Context: an optimization exercise on an open-source flow, tuned for small area and a short achievable clock period. The choices shown serve that exercise and are no tape-out recipe.
Where RTL was checked, it was by simulation tests only, not by an equivalence proof against the original.
No functional check of the RTL was part of runs 2 and 3.
No activity file was given, so power comes from the tool's default toggle rates.

==> flow/design.v (outline; a module is shown in full before it is edited, if it fits) <==
// module fft_fa: 10 lines
// module fft8_top: 820 lines
module fft8_top (
    input  logic         clk,
    input  logic         rst_n,
    input  logic [79:0]  sample,
    output logic [159:0] result
);
  // ...
==> flow/flow/run.sh <==
#!/bin/bash
# Standard ORFS layout (the standard.sh), with the smallest buffer
# (sky130_fd_sc_hd__buf_1) on every input and output port.
# ORFS's full output goes to standard.log; ORFS's own per-step logs are under orfs/logs.
export BUFFER_PORTS_ARGS="-buffer_cell sky130_fd_sc_hd__buf_1"
bash standard.sh > standard.log 2>&1
==> flow/standard.sh <==
#!/bin/bash
# synth_recipe.tcl (not shown) runs the flow's synth.tcl, then flattens the netlist and writes it again
# the make line also repeats each setting of config.mk as NAME=value (left out here)
make -C /OpenROAD-flow-scripts/flow DESIGN_CONFIG=/design/flow/config.mk WORK_HOME=/design/flow/orfs CLKGATE_MAP_FILE= SYNTH_SCRIPT=/design/flow/synth_recipe.tcl "${@:-finish}"
==> flow/config.mk <==
export PLATFORM = sky130hd
export DESIGN_NAME = fft8_top
export DESIGN_NICKNAME = fft8_top
export VERILOG_FILES = /design/flow/design.v
export SDC_FILE = /design/flow/constraint.sdc
export NUM_CORES = 4
export LEC_CHECK = 0
export CAP_MARGIN = 20
export CORE_MARGIN = 2
export CORE_UTILIZATION = 60
export SLEW_MARGIN = 20
export SYNTH_HIERARCHICAL = 1
export SYNTH_MINIMUM_KEEP_SIZE = 0
==> flow/constraint.sdc <==
create_clock -name core_clock -period 16.0 [get_ports {clk}]
set_input_delay 3.2000 -clock core_clock [delete_from_list [all_inputs] [get_ports {clk}]]
set_output_delay 3.2000 -clock core_clock [all_outputs]
set_load 0.01 [all_outputs]
==> flow_summary_export.csv, run 1 <==
group,metric,value,unit
layout,drive_gt1_frac,0.05954,
yosys,ys.flop_type,"dfxtp_1",
worst_hold_path,hp-start,"b2i[0]",
yosys,yosys-top-cells-count,"dfxtp_1, fa_1, inv_1",
detailed_routing,drtIter0Drc,998,
layout,antenna_cells,1,
detailed_routing,met2_length,24430,um
power_and_ir_drop,p_clk_frac,0.232,
yosys,synth_fp_nets,2454,
clock_tree,cts_buffers,68,
layout,final_common_cell,"dfxtp_1",
placed_design,portBuffers,241,
detailed_routing,ant_nets,0,
critical_path,path_cells,"buf_1",
layout,multi_input_area_share,0.3619,
layout,num-clock-buffers,99,
clock_tree,cts_resized,0,
clock_tree,cts_root_buf,"clkbuf_16",
timing,worst_pin_slew,1.082,ns
layout,clock_area_frac,0.07751,
critical_path,worstSetupPathType,"flip-flop to primary output",
yosys,synth_edf_count,0,
worst_hold_path,hold_class,"flip-flop to flip-flop",
critical_path,cp_max_fo,1,
yosys,synth_top_family_by_area,"adder cells",
job,drv_cap,0,
placed_design,dpl.hpwl,40110,um
timing,finClkSkew,0.01965,ns
grt,globalRouteMet3Util,0.03992,
detailed_routing,drt-met1-wl,23680,um
yosys,synth_top_cells_by_area,"dfxtp_1, fa_1, dfrtp_1",
timing,finalMaxSlewViolations,0,
grt,grt-busiest-layer,"met2",
outcome,status,"timing/DRC/antenna clean",
yosys,synthArstFlopShare,0.2076,
clock_tree,clkLatencyLatePin,0.60,ns
power_and_ir_drop,power_clock,1.63,mW
floorplanning,die_h,215.0,um
floorplanning,io_pins,242,
critical_path,r2r_slack,11.75,ns
==> run 2, diff against run 1 <==
--- a/flow/design.v
+++ b/flow/design.v
@@ -5,158 +5,199 @@
     input  logic b,
     input  logic ci,
     output logic s,
     output logic co
 );
     assign s  = a ^ b ^ ci;
     assign co = (a & b) | (ci & (a ^ b));
 endmodule
+module fft_f7 (
+    input  logic [6:0] x,
+    output logic [6:0] f
+);
+    logic _000_;
+    logic _001_;
+    logic _002_;
+    logic _003_;
+    logic _004_;
+    logic _005_;
+    logic _006_;
+    logic _007_;
+    logic _008_;
+    logic _009_;
+    logic _010_;
+    logic _011_;
+    logic _012_;
+    logic _013_;
+    logic _014_;
+    logic _015_;
+    logic _016_;
+    logic _017_;
+    logic _018_;
+    logic _019_;
+    logic _020_;
+    logic _021_;
+    logic _022_;
+    logic _023_;
+    logic _024_;
+    logic _025_;
+    logic _026_;
+    logic _027_;
+    logic _028_;
+    logic _029_;
+    logic _030_;
+    logic _031_;
+    logic _032_;
+    logic _033_;
+    logic _034_;
+    logic _035_;
+    logic _036_;
+    logic _037_;
+    logic _038_;
+    logic _039_;
+    logic _040_;
+    logic _041_;
+    logic _042_;
+    logic _043_;
+    logic _044_;
+    logic _045_;
+    logic _046_;
+    logic _047_;
+    logic _048_;
+    logic _049_;
+    logic _050_;
+    logic _051_;
+    logic _052_;
+    logic _053_;
+    logic _054_;
+    logic _055_;
+    logic _056_;
+    logic _057_;
+    logic _058_;
+    logic _059_;
+    logic _060_;
+    logic _061_;
+    logic _062_;
+    logic _063_;
+    logic _064_;
+    logic _065_;
+    logic _066_;
+    logic _067_;
+    logic _068_;
+    logic _069_;
+    logic _070_;
+    logic _071_;
+    logic _072_;
+    logic _073_;
+    logic _074_;
+    logic _075_;
+    logic _076_;
+    logic _077_;
+    logic _078_;
+    logic _079_;
+    logic _080_;
+    assign _002_ = 4'h8 >> { x[6], x[0] };
+    assign _003_ = 4'h4 >> { _002_, x[1] };
+    assign _004_ = 4'h2 >> { x[5], x[3] };
+    assign _005_ = 4'h4 >> { _004_, _002_ };
+    assign _006_ = 4'h2 >> { x[0], x[1] };
+    assign _007_ = 4'h4 >> { x[4], x[2] };
+    assign _008_ = 4'h4 >> { _007_, _006_ };
+    assign _009_ = 4'h4 >> { _008_, _005_ };
+    assign _010_ = 4'h4 >> { _009_, _003_ };
+    assign _011_ = 4'h2 >> { x[4], x[2] };
+    assign _012_ = 4'h1 >> { _011_, _007_ };
+    assign _013_ = 4'h8 >> { _012_, _006_ };
+    assign _014_ = 4'h4 >> { x[0], x[1] };
+    assign _015_ = 4'h2 >> { _004_, _002_ };
+    assign _016_ = 4'h1 >> { _015_, _014_ };
+    assign _017_ = 4'h2 >> { _016_, _011_ };
+    assign _018_ = 4'h1 >> { _017_, _013_ };
+    assign _019_ = 4'h4 >> { _018_, _010_ };
+    assign _020_ = 4'h4 >> { x[5], x[3] };
+    assign _021_ = 4'h2 >> { _014_, _012_ };
+    assign _022_ = 4'h4 >> { _021_, _006_ };
+    assign _023_ = 4'h2 >> { x[6], x[2] };
+    assign _024_ = 4'h2 >> { _023_, _014_ };
+    assign _025_ = 4'h4 >> { _006_, x[4] };
+    assign _026_ = 4'h1 >> { _025_, _024_ };
+    assign _027_ = 4'h1 >> { _026_, _012_ };
+    assign _028_ = 4'h1 >> { _027_, _022_ };
+    assign _029_ = 4'h1 >> { _028_, _020_ };
+    assign _030_ = 4'h8 >> { _029_, _019_ };
+    assign _031_ = 4'h4 >> x[2:1];
+    assign _032_ = 4'h8 >> { _031_, _021_ };
+    assign _033_ = 4'h4 >> { x[0], x[4] };
+    assign _034_ = 4'h4 >> { _033_, _031_ };
+    assign _035_ = 4'h2 >> x[2:1];
+    assign _036_ = 4'h1 >> { _035_, _034_ };
+    assign _037_ = 4'h4 >> { _036_, _032_ };
+    assign _038_ = 4'h2 >> { _037_, _030_ };
+    assign _039_ = 4'h1 >> { _030_, _004_ };
+    assign _040_ = 4'h8 >> { _039_, _037_ };
+    assign _041_ = 4'h1 >> { _040_, _038_ };
+    assign _042_ = 4'h8 >> { _041_, x[3] };
+    assign _043_ = 4'h8 >> { _033_, x[1] };
+    assign _044_ = 4'h2 >> { _043_, _012_ };
+    assign _045_ = 4'h2 >> { _044_, x[6] };
+    assign _046_ = 4'h4 >> { _044_, x[6] };
+    assign _047_ = 4'h1 >> { _046_, _045_ };
+    assign _048_ = 4'h1 >> { _041_, x[3] };
+    assign _049_ = 4'h1 >> { _042_, _020_ };
+    assign _050_ = 4'h4 >> { _049_, _048_ };
+    assign _051_ = 4'h4 >> { _050_, _047_ };
+    assign _052_ = 4'h1 >> { _051_, _042_ };
+    assign _053_ = 4'h2 >> { _052_, x[5] };
+    assign _054_ = 4'h4 >> { _052_, x[5] };
+    assign _055_ = 4'h1 >> { _054_, _053_ };
+    assign _056_ = 4'h1 >> { x[4], x[5] };
+    assign _057_ = 4'h8 >> { x[4], x[5] };
+    assign _058_ = 4'h1 >> { _057_, _056_ };
+    assign _059_ = 4'h8 >> { _058_, x[6] };
+    assign _060_ = 4'h8 >> { _059_, _055_ };
+    assign _061_ = 4'h1 >> { _058_, x[6] };
+    assign _062_ = 4'h1 >> { _023_, x[4] };
+    assign _063_ = 4'h4 >> { x[6], x[2] };
+    assign _064_ = 4'h1 >> { _063_, _062_ };
+    assign _065_ = 4'h4 >> { _064_, _055_ };
+    assign _066_ = 4'h1 >> { _065_, _061_ };
+    assign f[4] = 4'h4 >> { _066_, _060_ };
+    assign _067_ = 4'h4 >> { f[4], x[5] };
+    assign _068_ = 4'h2 >> { f[4], x[5] };
+    assign _069_ = 4'h8 >> { _068_, x[3] };
+    assign f[6] = 4'h2 >> { _069_, x[6] };
+    assign _070_ = 4'h4 >> { _068_, x[6] };
+    assign _071_ = 4'h1 >> { _070_, f[6] };
+    assign f[5] = 4'h1 >> { _071_, _067_ };
+    assign _072_ = 4'h4 >> { _028_, _020_ };
+    assign _073_ = 4'h1 >> { _028_, _004_ };
+    assign _074_ = 4'h1 >> { _073_, _072_ };
+    assign _075_ = 4'h2 >> { _074_, _039_ };
+    assign _076_ = 4'h2 >> { _075_, _037_ };
+    assign _077_ = 4'h4 >> { _075_, _037_ };
+    assign f[1] = 4'h1 >> { _077_, _076_ };
+    assign _078_ = 4'h2 >> { _050_, _047_ };
+    assign f[2] = 4'h1 >> { _078_, _051_ };
+    assign _079_ = 4'h1 >> { _020_, _019_ };
+    assign f[0] = 4'he >> { _079_, _074_ };
+    assign _080_ = 4'h1 >> { _046_, _007_ };
+    assign _000_ = 4'h4 >> { _080_, _055_ };
+    assign _001_ = 4'h2 >> { _080_, _055_ };
+    assign f[3] = 4'h1 >> { _001_, _000_ };
+endmodule
 `default_nettype wire
 `default_nettype none
 `timescale 1ns/100ps
 module fft8_top (
     input  logic         clk,
     input  logic         rst_n,
     input  logic [79:0]  sample,
     output logic [159:0] result
 );
-    function automatic logic [6:0] f7(input logic [6:0] x);
-        case (x)
-            7'd0: f7 = 7'd0;
-            7'd1: f7 = 7'd0;
-            7'd2: f7 = 7'd1;
-            7'd3: f7 = 7'd2;
-            7'd4: f7 = 7'd2;
-            7'd5: f7 = 7'd3;
-            7'd6: f7 = 7'd4;
-            7'd7: f7 = 7'd4;
-            7'd8: f7 = 7'd5;
-            7'd9: f7 = 7'd6;
-            7'd10: f7 = 7'd7;
-            7'd11: f7 = 7'd7;
-            7'd12: f7 = 7'd8;
-            7'd13: f7 = 7'd9;
-            7'd14: f7 = 7'd9;
-            7'd15: f7 = 7'd10;
-            7'd16: f7 = 7'd11;
-            7'd17: f7 = 7'd11;
-            7'd18: f7 = 7'd12;
-            7'd19: f7 = 7'd13;
-            7'd20: f7 = 7'd14;
-            7'd21: f7 = 7'd14;
-            7'd22: f7 = 7'd15;
-            7'd23: f7 = 7'd16;
-            7'd24: f7 = 7'd16;
-            7'd25: f7 = 7'd17;
-            7'd26: f7 = 7'd18;
-            7'd27: f7 = 7'd18;
-            7'd28: f7 = 7'd19;
-            7'd29: f7 = 7'd20;
-            7'd30: f7 = 7'd21;
-            7'd31: f7 = 7'd21;
-            7'd32: f7 = 7'd22;
-            7'd33: f7 = 7'd23;
-            7'd34: f7 = 7'd23;
-            7'd35: f7 = 7'd24;
-            7'd36: f7 = 7'd25;
-            7'd37: f7 = 7'd25;
-            7'd38: f7 = 7'd26;
-            7'd39: f7 = 7'd27;
-            7'd40: f7 = 7'd28;
-            7'd41: f7 = 7'd28;
-            7'd42: f7 = 7'd29;
-            7'd43: f7 = 7'd30;
-            7'd44: f7 = 7'd30;
-            7'd45: f7 = 7'd31;
-            7'd46: f7 = 7'd32;
-            7'd47: f7 = 7'd32;
-            7'd48: f7 = 7'd33;
-            7'd49: f7 = 7'd34;
-            7'd50: f7 = 7'd35;
-            7'd51: f7 = 7'd35;
-            7'd52: f7 = 7'd36;
-            7'd53: f7 = 7'd37;
-            7'd54: f7 = 7'd37;
-            7'd55: f7 = 7'd38;
-            7'd56: f7 = 7'd39;
-            7'd57: f7 = 7'd39;
-            7'd58: f7 = 7'd40;
-            7'd59: f7 = 7'd41;
-            7'd60: f7 = 7'd42;
-            7'd61: f7 = 7'd42;
-            7'd62: f7 = 7'd43;
-            7'd63: f7 = 7'd44;
-            7'd64: f7 = 7'd84;
-            7'd65: f7 = 7'd84;
-            7'd66: f7 = 7'd85;
-            7'd67: f7 = 7'd86;
-            7'd68: f7 = 7'd86;
-            7'd69: f7 = 7'd87;
-            7'd70: f7 = 7'd88;
-            7'd71: f7 = 7'd89;
-            7'd72: f7 = 7'd89;
-            7'd73: f7 = 7'd90;
-            7'd74: f7 = 7'd91;
-            7'd75: f7 = 7'd91;
-            7'd76: f7 = 7'd92;
-            7'd77: f7 = 7'd93;
-            7'd78: f7 = 7'd93;
-            7'd79: f7 = 7'd94;
-            7'd80: f7 = 7'd95;
-            7'd81: f7 = 7'd96;
-            7'd82: f7 = 7'd96;
-            7'd83: f7 = 7'd97;
-            7'd84: f7 = 7'd98;
-            7'd85: f7 = 7'd98;
-            7'd86: f7 = 7'd99;
-            7'd87: f7 = 7'd100;
-            7'd88: f7 = 7'd100;
-            7'd89: f7 = 7'd101;
-            7'd90: f7 = 7'd102;
-            7'd91: f7 = 7'd103;
-            7'd92: f7 = 7'd103;
-            7'd93: f7 = 7'd104;
-            7'd94: f7 = 7'd105;
-            7'd95: f7 = 7'd105;
-            7'd96: f7 = 7'd106;
-            7'd97: f7 = 7'd107;
-            7'd98: f7 = 7'd107;
-            7'd99: f7 = 7'd108;
-            7'd100: f7 = 7'd109;
-            7'd101: f7 = 7'd110;
-            7'd102: f7 = 7'd110;
-            7'd103: f7 = 7'd111;
-            7'd104: f7 = 7'd112;
-            7'd105: f7 = 7'd112;
-            7'd106: f7 = 7'd113;
-            7'd107: f7 = 7'd114;
-            7'd108: f7 = 7'd114;
-            7'd109: f7 = 7'd115;
-            7'd110: f7 = 7'd116;
-            7'd111: f7 = 7'd117;
-            7'd112: f7 = 7'd117;
-            7'd113: f7 = 7'd118;
-            7'd114: f7 = 7'd119;
-            7'd115: f7 = 7'd119;
-            7'd116: f7 = 7'd120;
-            7'd117: f7 = 7'd121;
-            7'd118: f7 = 7'd121;
-            7'd119: f7 = 7'd122;
-            7'd120: f7 = 7'd123;
-            7'd121: f7 = 7'd124;
-            7'd122: f7 = 7'd124;
-            7'd123: f7 = 7'd125;
-            7'd124: f7 = 7'd126;
-            7'd125: f7 = 7'd126;
-            7'd126: f7 = 7'd127;
-            7'd127: f7 = 7'd0;
-            default: f7 = 7'd0;
-        endcase
-    endfunction
     logic [5:0] v;
     always_ff @(posedge clk or negedge rst_n) begin
         if (!rst_n) v <= '0;
         else        v <= {v[4:0], 1'b1};
     end
     logic [79:0] r1, r2, r3;
     always_ff @(posedge clk) begin
         r1 <= sample;
@@ -497,36 +538,44 @@
     assign b7i_d[0] = a5i[0] ^ a7r[0];
     assign b7i_d_c[1] = a5i[0] & a7r[0];
     fft_fa u_b7i_d_1 (.a(a5i[1]), .b(a7r[1]), .ci(b7i_d_c[1]), .s(b7i_d[1]), .co(b7i_d_c[2]));
     fft_fa u_b7i_d_2 (.a(a5i[2]), .b(a7r[2]), .ci(b7i_d_c[2]), .s(b7i_d[2]), .co(b7i_d_c[3]));
     fft_fa u_b7i_d_3 (.a(a5i[3]), .b(a7r[3]), .ci(b7i_d_c[3]), .s(b7i_d[3]), .co(b7i_d_c[4]));
     fft_fa u_b7i_d_4 (.a(a5i[4]), .b(a7r[4]), .ci(b7i_d_c[4]), .s(b7i_d[4]), .co(b7i_d_c[5]));
     fft_fa u_b7i_d_5 (.a(a5i[5]), .b(a7r[5]), .ci(b7i_d_c[5]), .s(b7i_d[5]), .co(b7i_d_c[6]));
     assign b7i_d[6] = a5i[5] ^ a7r[5] ^ b7i_d_c[6];
-    logic [6:0] b0r, b0i, b1r, b1i, b2r, b2i, b3r, b3i, b4r, b4i, b5r, b5i, b6r, b6i, b7r, b7i;
+    wire [6:0] f5r_d;
+    fft_f7 u_f5r (.x(b5r_d), .f(f5r_d));
+    wire [6:0] f5i_d;
+    fft_f7 u_f5i (.x(b5i_d), .f(f5i_d));
+    wire [6:0] f7r_d;
+    fft_f7 u_f7r (.x(b7r_d), .f(f7r_d));
+    wire [6:0] f7i_d;
+    fft_f7 u_f7i (.x(b7i_d), .f(f7i_d));
+    logic [6:0] b0r, b0i, b1r, b1i, b2r, b2i, b3r, b3i, b4r, b4i, b6r, b6i;
+    logic [6:0] f5r, f5i, f7r, f7i;
     always_ff @(posedge clk) begin
         b0r <= b0r_d;
         b0i <= b0i_d;
         b1r <= b1r_d;
         b1i <= b1i_d;
         b2r <= b2r_d;
         b2i <= b2i_d;
         b3r <= b3r_d;
         b3i <= b3i_d;
         b4r <= b4r_d;
         b4i <= b4i_d;
-        b5r <= b5r_d;
-        b5i <= b5i_d;
         b6r <= b6r_d;
         b6i <= b6i_d;
-        b7r <= b7r_d;
-        b7i <= b7i_d;
+        f5r <= f5r_d;
+        f5i <= f5i_d;
+        f7r <= f7r_d;
+        f7i <= f7i_d;
     end
-    wire [6:0] f5r = f7(b5r), f5i = f7(b5i), f7r = f7(b7r), f7i = f7(b7i);
     wire [7:0] t1r_d;
     wire [7:1] t1r_d_c;
     assign t1r_d[0] = f5r[0] ^ f5i[0];
     assign t1r_d_c[1] = f5r[0] & f5i[0];
     fft_fa u_t1r_d_1 (.a(f5r[1]), .b(f5i[1]), .ci(t1r_d_c[1]), .s(t1r_d[1]), .co(t1r_d_c[2]));
     fft_fa u_t1r_d_2 (.a(f5r[2]), .b(f5i[2]), .ci(t1r_d_c[2]), .s(t1r_d[2]), .co(t1r_d_c[3]));
     fft_fa u_t1r_d_3 (.a(f5r[3]), .b(f5i[3]), .ci(t1r_d_c[3]), .s(t1r_d[3]), .co(t1r_d_c[4]));
     fft_fa u_t1r_d_4 (.a(f5r[4]), .b(f5i[4]), .ci(t1r_d_c[4]), .s(t1r_d[4]), .co(t1r_d_c[5]));
==> flow/flow/run.sh (replaced) <==
#!/bin/bash
export BUFFER_PORTS_ARGS="-buffer_cell sky130_fd_sc_hd__buf_1"
export CTS_ARGS="-sink_clustering_enable -repair_clock_nets -sink_clustering_size 30 -sink_clustering_max_diameter 60"
bash standard.sh > standard.log 2>&1
==> flow_summary_export.csv, run 2 <==
group,metric,value,unit
critical_path,cp_slowest_cell,"xnor2_1",
timing,finalMaxSlewViolations,0,
grt,grt_antenna_before_repair,0,
placed_design,dpl.hpwl,36520,um
critical_path,cp-end-kind,"flip-flop",
layout,post-route-util,0.6688,
timing,slew_headroom,0.3783,
yosys,synth_cells,1817,
power_and_ir_drop,p_sw,2.495,mW
timing,finClkSkew,0.03484,ns
layout,nFillCells,3149,
timing,hold_ws,0.3275,ns
yosys,synth-seq-area-share,0.5644,
power_and_ir_drop,p_leak,12.25,nW
grt,grt_max_degree,153,
floorplanning,dieArea,44200,um^2
clock_tree,cts_resized,0,
power_and_ir_drop,irDropWorstVdd,0.0001244,V
critical_path,path_cells,"inv_1 > ha_1 > inv_1 > fa_1 > fa_1 > fa_1 > fa_1 > fa_1 > xnor2_1 > inv_2 > a211oi_1 > o22ai_1 > or4_4 > and2_1 > a22o_1 > ha_1 > nor3_1 > a21oi_1 > o311a_1 > o221ai_1",
layout,nNetsFinal,2466,
yosys,yosys-top-cells-count,"dfxtp_1, fa_1, inv_1",
detailed_routing,drc,0,
placed_design,gp_congestion,0.8240,
detailed_routing,ant_nets,0,
outcome,status,"timing/DRC/antenna clean",
critical_path,path_common_cell,"fa_1",
grt,grt_use_total,0.2108,
clock_tree,clockBufferDepth,3,
grt,grt_pass1_wl,70100,um
floorplanning,io_pins,242,
timing,setup_tns,0,ns
layout,syn2layout_area_growth,9.928,%
detailed_routing,vias,12627,
timing,final-setup-viol-count,0,
floorplanning,core-area,41950,um^2
clock_tree,htreeDepth,2,
floorplanning,die_h,210.2,um
layout,final_common_cell,"dfxtp_1",
timing,clock.fmax,166.3,MHz
detailed_routing,finalWirelength,45470,um
yosys,yosysUniqueCellTypes,45,
clock_tree,post_cts_buffers,0,
detailed_routing,drtIter0Drc,768,
grt,overflow,0,
power_and_ir_drop,intPower,3.908,mW
grt,globalRouteMet3Util,0.02577,
yosys,synth_top_area_frac,0.4251,
detailed_routing,via_per_inst,4.849,
critical_path,cp_max_fo,10,
layout,drive_gt1_frac,0.04702,
power_and_ir_drop,p_sw_frac,0.3897,
timing,finalHoldViolCount,0,
floorplanning,fp.dieW,210.2,um
detailed_routing,wire_per_inst,17.46,um
power_and_ir_drop,combinationalPowerShare,0.419,
yosys,yosysMostFrequentCell,"dfxtp_1",
yosys,synth_edf_count,0,
layout,multi_input_area,9882,um^2
yosys,synth_seq_cells,684,
power_and_ir_drop,p_clk_frac,0.171,
critical_path,worstSetupPathType,"flip-flop to flip-flop",
job,drv_cap,0,
critical_path,reg2reg_from,"a5i[0]",
timing,worst_pin_slew,0.9326,ns
layout,final_cell_mix,"dfxtp_1, fa_1, buf_1, inv_1, dfrtp_1",
critical_path,critPathMaxStageDelay,0.64,ns
placed_design,placed_cell_area,26700,um^2
critical_path,cp.required,16.48,ns
worst_hold_path,hp-start,"r1[9]",
yosys,synth_fp_nets,2247,
layout,top_regs,"r1 x80, r2 x80, r3 x80",
yosys,synthArstFlopShare,0.2076,
critical_path,startpoint_type,"flip-flop",
clock_tree,cts_tree,"built",
worst_hold_path,hold_class,"flip-flop to flip-flop",
power_and_ir_drop,power.density,228.2,nW/um^2
clock_tree,cts_root_buf,"clkbuf_16",
timing,rsz0062_at_grt,"no",
floorplanning,std_cell_rows,75,
grt,grt_pass1_vias,12766,
clock_tree,cts_buffers,38,
detailed_routing,firstDrtPassIters,5,
power_and_ir_drop,power_frac_seq,0.410,
timing,fin_crit_sh,0.3758,
yosys,yosysTopAreaCell,"dfxtp_1",
critical_path,cp-startpoint,"a5i[0]",
grt,grt-busiest-layer,"met2",
critical_path,crit_arrival,6.49,ns
clock_tree,clock_sinks,684,
clock_tree,postCtsHoldBufs,0,
timing,fin_crit,6.012,ns
grt,grtUsageMet1,0.3049,
layout,design_area,28060,um^2
clock_tree,clk_pin_slew,0.10,ns
yosys,synth_top_cells_by_area,"dfxtp_1, fa_1, dfrtp_1",
grt,use_met2,0.3425,
layout,seqCellArea,14410,um^2
placed_design,portBuffers,241,
yosys,synth.avg_cell_area,14.05,um^2
yosys,ys.warnings.count,7,
yosys,syn_area,25520,um^2
floorplanning,initial_core_util,0.6084,
yosys,ys.flop_type,"dfxtp_1",
clock_tree,clkLatencyLatePin,0.59,ns
## run 2: changes by cell type after synthesis, moves of 7 or more
cell | previous run | this run
o21ai_0 | 52 | 32
nor2_1 | 38 | 24
xor2_1 | 37 | 25
a211oi_1 | 16 | 4
o211ai_1 | 12 | 0
nor2b_1 | 33 | 12
buf_2 | 34 | 10
and2_1 | 136 | 120
o22ai_1 | 11 | 4
clkbuf_1 | 31 | 12
a21o_1 | 9 | 0
a21oi_1 | 57 | 16
mux2i_1 | 8 | 24
o311a_1 | 1 | 8
## run 2: per-module statistics from Yosys, one instance, submodules excluded
| module | area, um^2 | flops+latches | copies in the design | cells |
|---|---|---|---|---|
| fft8_top | 17690 | 684 | 1 | 1205 |
| fft_f7 | 555.5 | 0 | 4 | 83 |
| fft_fa | 20.02 | 0 | 280 | 1 |
## run 2: metrics by stage
step           instances  setup slack, ns  power (mW)
2_1_floorplan       1817            10.81       4.455
3_3_place_gp        2534            10.25       5.268
3_5_place_dp        2534            10.08       5.360
4_1_cts             2601            10.06       6.459
5_1_grt             2602            9.620       6.928
6_report            2604            9.988       6.403
## run 2: metal layers
metal	vias up	wire length, um
met5	-	0
met4	0	935
met3	61	1872
met2	333	21460
met1	6208	21200
li1	6025	-
## run 2: worst paths after layout
| kind | to | slack, ns | cells after the start |
|---|---|---|---|
| worst max-delay path | f5i[5] | 9.99 | 20 |
| worst min-delay path | r2[9] | 0.33 | 0 |
| worst min register to register | r2[9] | 0.33 | 0 |
| min in group asynchronous | y6i[8] | 2.75 | 1 |
| worst max register to register | f5i[5] | 9.99 | 20 |
| max in group asynchronous | v[5] | 11.73 | 2 |
## run 2: kinds of logic after synthesis
| group | after synthesis | synth area share |
|---|---|---|
| flip-flops | 684 | 0.5644 |
| AO/OA/AOI/OAI | 128 | 0.04000 |
| XOR/XNOR | 70 | 0.02402 |
| buffers and inverters | 282 | 0.04844 |
| AND/OR/NAND/NOR | 280 | 0.06064 |
| multiplexers | 24 | 0.009413 |
| other | 1 | 0.0001469 |
| adder cells (fa/ha/maj) | 348 | 0.2530 |
## run 2: power groups by stage
stage          registers [mW]  clock network (mW)  logic [mW]
2_1_floorplan            2.61                   0        1.84
3_3_place_gp             2.67                   0        2.60
3_5_place_dp             2.69                   0        2.67
4_1_cts                  2.65                1.12        2.69
5_1_grt                  2.69                1.19        3.05
6_report                 2.63                1.09        2.68
## run 2: cell type report
class	count	share of cell area
antenna	2	0.0001784
clock buffer	42	0.03554
clock inverter	25	0.01168
inverter	218	0.02917
multi-input combinational	851	0.3522
sequential	684	0.5135
tap	539	0.02404
timing repair buffer	243	0.03363
## run 2: critical path: cells and delay by family, from the launching register on
kind / cells / cell delay [ns]
fa+ha+maj: 7 / 2.38
compound gates: 6 / 1.25
simple gates: 3 / 0.98
xor+xnor: 1 / 0.64
flops: 1 / 0.34
buf+inv: 3 / 0.29
==> run 3, diff against run 2 <==
--- a/flow/config.mk
+++ b/flow/config.mk
@@ -10,2 +10,3 @@
 export CORE_UTILIZATION = 60
+export GPL_TIMING_DRIVEN = 1
 export SLEW_MARGIN = 20
==> flow_summary_export.csv, run 3 <==
group,metric,value,unit
outcome,status,"timing/DRC/antenna clean",
timing,fin_crit,6.012,ns
yosys,ys.warnings.count,7,
critical_path,cp_max_fo,10,
yosys,synth_top_cells_by_area,"dfxtp_1, fa_1, dfrtp_1",
layout,design_area,28060,um^2
detailed_routing,drc,0,
power_and_ir_drop,power_frac_seq,0.410,
timing,finClkSkew,0.03484,ns
detailed_routing,vias,12627,
yosys,synth_fp_nets,2247,
yosys,yosys-top-cells-count,"dfxtp_1, fa_1, inv_1",
floorplanning,std_cell_rows,75,
critical_path,cp-startpoint,"a5i[0]",
grt,grt_pass1_wl,70100,um
yosys,yosysTopAreaCell,"dfxtp_1",
yosys,synth.avg_cell_area,14.05,um^2
timing,slew_headroom,0.3783,
grt,grt-busiest-layer,"met2",
detailed_routing,wire_per_inst,17.46,um
grt,overflow,0,
critical_path,critical_path_buf_inv_count,3,
critical_path,cp_top_family,"adder cells",
layout,drive_gt1_frac,0.04702,
clock_tree,post_cts_buffers,0,
clock_tree,htreeDepth,2,
timing,setup_tns,0,ns
critical_path,worstSetupPathType,"flip-flop to flip-flop",
yosys,synth_seq_cells,684,
yosys,synth_edf_count,0,
clock_tree,clockBufferDepth,3,
clock_tree,clk_pin_slew,0.10,ns
timing,worst_pin_slew,0.9326,ns
critical_path,cp-end-kind,"flip-flop",
grt,grt_antenna_before_repair,0,
critical_path,startpoint_type,"flip-flop",
yosys,yosysMostFrequentCell,"dfxtp_1",
timing,finalMaxSlewViolations,0,
floorplanning,initial_core_util,0.6084,
layout,post-route-util,0.6688,
critical_path,path_common_cell,"fa_1",
grt,grt_use_total,0.2108,
power_and_ir_drop,p_leak,12.25,nW
layout,nNetsFinal,2466,
detailed_routing,ant_nets,0,
floorplanning,fp.dieW,210.2,um
clock_tree,postCtsHoldBufs,0,
critical_path,path_cells,"inv_1 > ha_1 > inv_1 > fa_1 > fa_1 > fa_1 > fa_1 > fa_1 > xnor2_1 > inv_2 > a211oi_1 > o22ai_1 > or4_4 > and2_1 > a22o_1 > ha_1 > nor3_1 > a21oi_1 > o311a_1 > o221ai_1",
detailed_routing,via_per_inst,4.849,
power_and_ir_drop,total_power,6.403,mW
placed_design,portBuffers,241,
worst_hold_path,hold_class,"flip-flop to flip-flop",
timing,finalHoldViolCount,0,
layout,syn2layout_area_growth,9.928,%
layout,final_cell_mix,"dfxtp_1, fa_1, buf_1, inv_1, dfrtp_1",
floorplanning,die_h,210.2,um
yosys,synthArstFlopShare,0.2076,
detailed_routing,drtIter0Drc,768,
clock_tree,cts_buffers,38,
yosys,ys.flop_type,"dfxtp_1",
grt,use_met2,0.3425,
placed_design,gp_congestion,0.8240,
worst_hold_path,hp-start,"r1[9]",
power_and_ir_drop,power.density,228.2,nW/um^2
job,drv_cap,0,
layout,final_common_cell,"dfxtp_1",
detailed_routing,firstDrtPassIters,5,
yosys,synth_cells,1817,
timing,clock.fmax,166.3,MHz
clock_tree,clock_sinks,684,
placed_design,dpl.hpwl,36520,um
floorplanning,core-area,41950,um^2
layout,top_regs,"r1 x80, r2 x80, r3 x80",
yosys,syn_area,25520,um^2
grt,grtUsageMet1,0.3049,
yosys,synth_top_area_frac,0.4251,
yosys,synth-seq-area-share,0.5644,
critical_path,cp.required,16.48,ns
critical_path,reg2reg_from,"a5i[0]",
clock_tree,clkLatencyLatePin,0.59,ns
detailed_routing,finalWirelength,45470,um
power_and_ir_drop,combinationalPowerShare,0.419,
clock_tree,cts_tree,"built",
grt,grt_max_degree,153,
critical_path,critPathMaxStageDelay,0.64,ns
timing,rsz0062_at_grt,"no",
power_and_ir_drop,p_sw,2.495,mW
clock_tree,cts_root_buf,"clkbuf_16",
floorplanning,io_pins,242,
power_and_ir_drop,p_sw_frac,0.3897,
power_and_ir_drop,irDropWorstVdd,0.0001244,V
yosys,yosysUniqueCellTypes,45,
clock_tree,cts_resized,0,
critical_path,cp_slowest_cell,"xnor2_1",
floorplanning,dieArea,44200,um^2
grt,globalRouteMet3Util,0.02577,
power_and_ir_drop,p_clk_frac,0.171,
timing,final-setup-viol-count,0,
placed_design,placed_cell_area,26700,um^2
grt,grt_pass1_vias,12766,
timing,fin_crit_sh,0.3758,
critical_path,crit_arrival,6.49,ns
power_and_ir_drop,intPower,3.908,mW
layout,nFillCells,3149,
==> run 3: cell counts after synthesis <==
No cell type changed its count.
==> run 3: through the flow <==
| step | cells | setup WS (ns) | hold slack [ns] |
|---|---|---|---|
| floorplan | 1817 | 10.81 | 0.3096 |
| CTS | 2601 | 10.06 | 0.3308 |
| finish | 2604 | 9.988 | 0.3275 |
| detailed placement | 2534 | 10.08 | 0.3121 |
| global route | 2602 | 9.620 | 0.3350 |
| global placement | 2534 | 10.25 | 0.3103 |
==> run 3: power groups by stage <==
stage	clock network [mW]	logic, mW	registers [mW]
floorplan	0	1.84	2.61
detailed placement	0	2.67	2.69
global route	1.19	3.05	2.69
global placement	0	2.60	2.67
CTS	1.12	2.69	2.65
finish	1.09	2.68	2.63
==> run 3: worst paths after layout <==
path                          end  slack, ns  cells past startpoint
max                        f5i[5]       9.99                     20
min                         r2[9]       0.33                      0
max reg2reg                f5i[5]       9.99                     20
min reg2reg                 r2[9]       0.33                      0
max in group asynchronous    v[5]      11.73                      2
min in group asynchronous  y6i[8]       2.75                      1
==> run 3: logic make-up after synthesis <==
logic type,Yosys count,share of synthesized area
other,1,0.0001469
adder cells (fa/ha/maj),348,0.2530
AO/OA/AOI/OAI,128,0.04000
buffers and inverters,282,0.04844
flip-flops,684,0.5644
multiplexers,24,0.009413
XOR/XNOR,70,0.02402
AND/OR/NAND/NOR,280,0.06064
==> run 3: per-module statistics from Yosys (local to each module, per instance) <==
| module | cell area [um^2] | times used | cells | flip-flops and latches |
|---|---|---|---|---|
| fft8_top | 17690 | 1 | 1205 | 684 |
| fft_f7 | 555.5 | 4 | 83 | 0 |
| fft_fa | 20.02 | 280 | 1 | 0 |
==> run 3: routing by layer <==
layer	vias up	share of wire
li1	6025	-
met1	6208	0.47
met2	333	0.47
met3	61	0.041
met4	0	0.021
met5	-	0
==> run 3: cell type report <==
class	count	area, um^2	area share
clock inverters	25	327.8	0.01168
well taps	539	674.4	0.02404
clock buffers	42	997.2	0.03554
repair buffers	243	943.4	0.03363
flip-flops and latches	684	14410	0.5135
inverters	218	818.3	0.02917
multi-input cells	851	9882	0.3522
diodes	2	5.005	0.0001784

-- re-timing with driven ports --
The results above use ideal ports. As a check the final layouts listed here were re-extracted and re-timed, cells and wires unchanged.
Step 1 (the two cells are an assumption about what drives the block):
set clk [get_ports {clk}]
set_driving_cell -lib_cell sky130_fd_sc_hd__clkbuf_16 $clk
set_driving_cell -lib_cell sky130_fd_sc_hd__buf_2 [delete_from_list [all_inputs] $clk]
Step 2 also shifts input and output timing later by t, the mid clock arrival at the registers, as if the neighbouring blocks saw the same clock.
Slacks: no drivers / after step 1 / after step 2; pairs: no drivers / after step 1.
run	t (ns)	setup WS [ns]	hold WS [ns]	worst register clock-pin slew, ns
run 1	0.644	11.557 / 11.499 / 11.389	0.323 / 0.323 / 0.323	0.07 / 0.07
run 2	0.629	9.988 / 9.988 / 9.988	0.327 / 0.327 / 0.327	0.10 / 0.10
run 3	0.629	9.988 / 9.988 / 9.988	0.327 / 0.327 / 0.327	0.10 / 0.10
After both steps setup and hold are still met in every run listed. For run 1, which loses most, drivers alone change the setup slack by -0.058 ns; drivers and shift together by -0.168 ns. The worst setup slack also covers recovery checks on asynchronous resets.
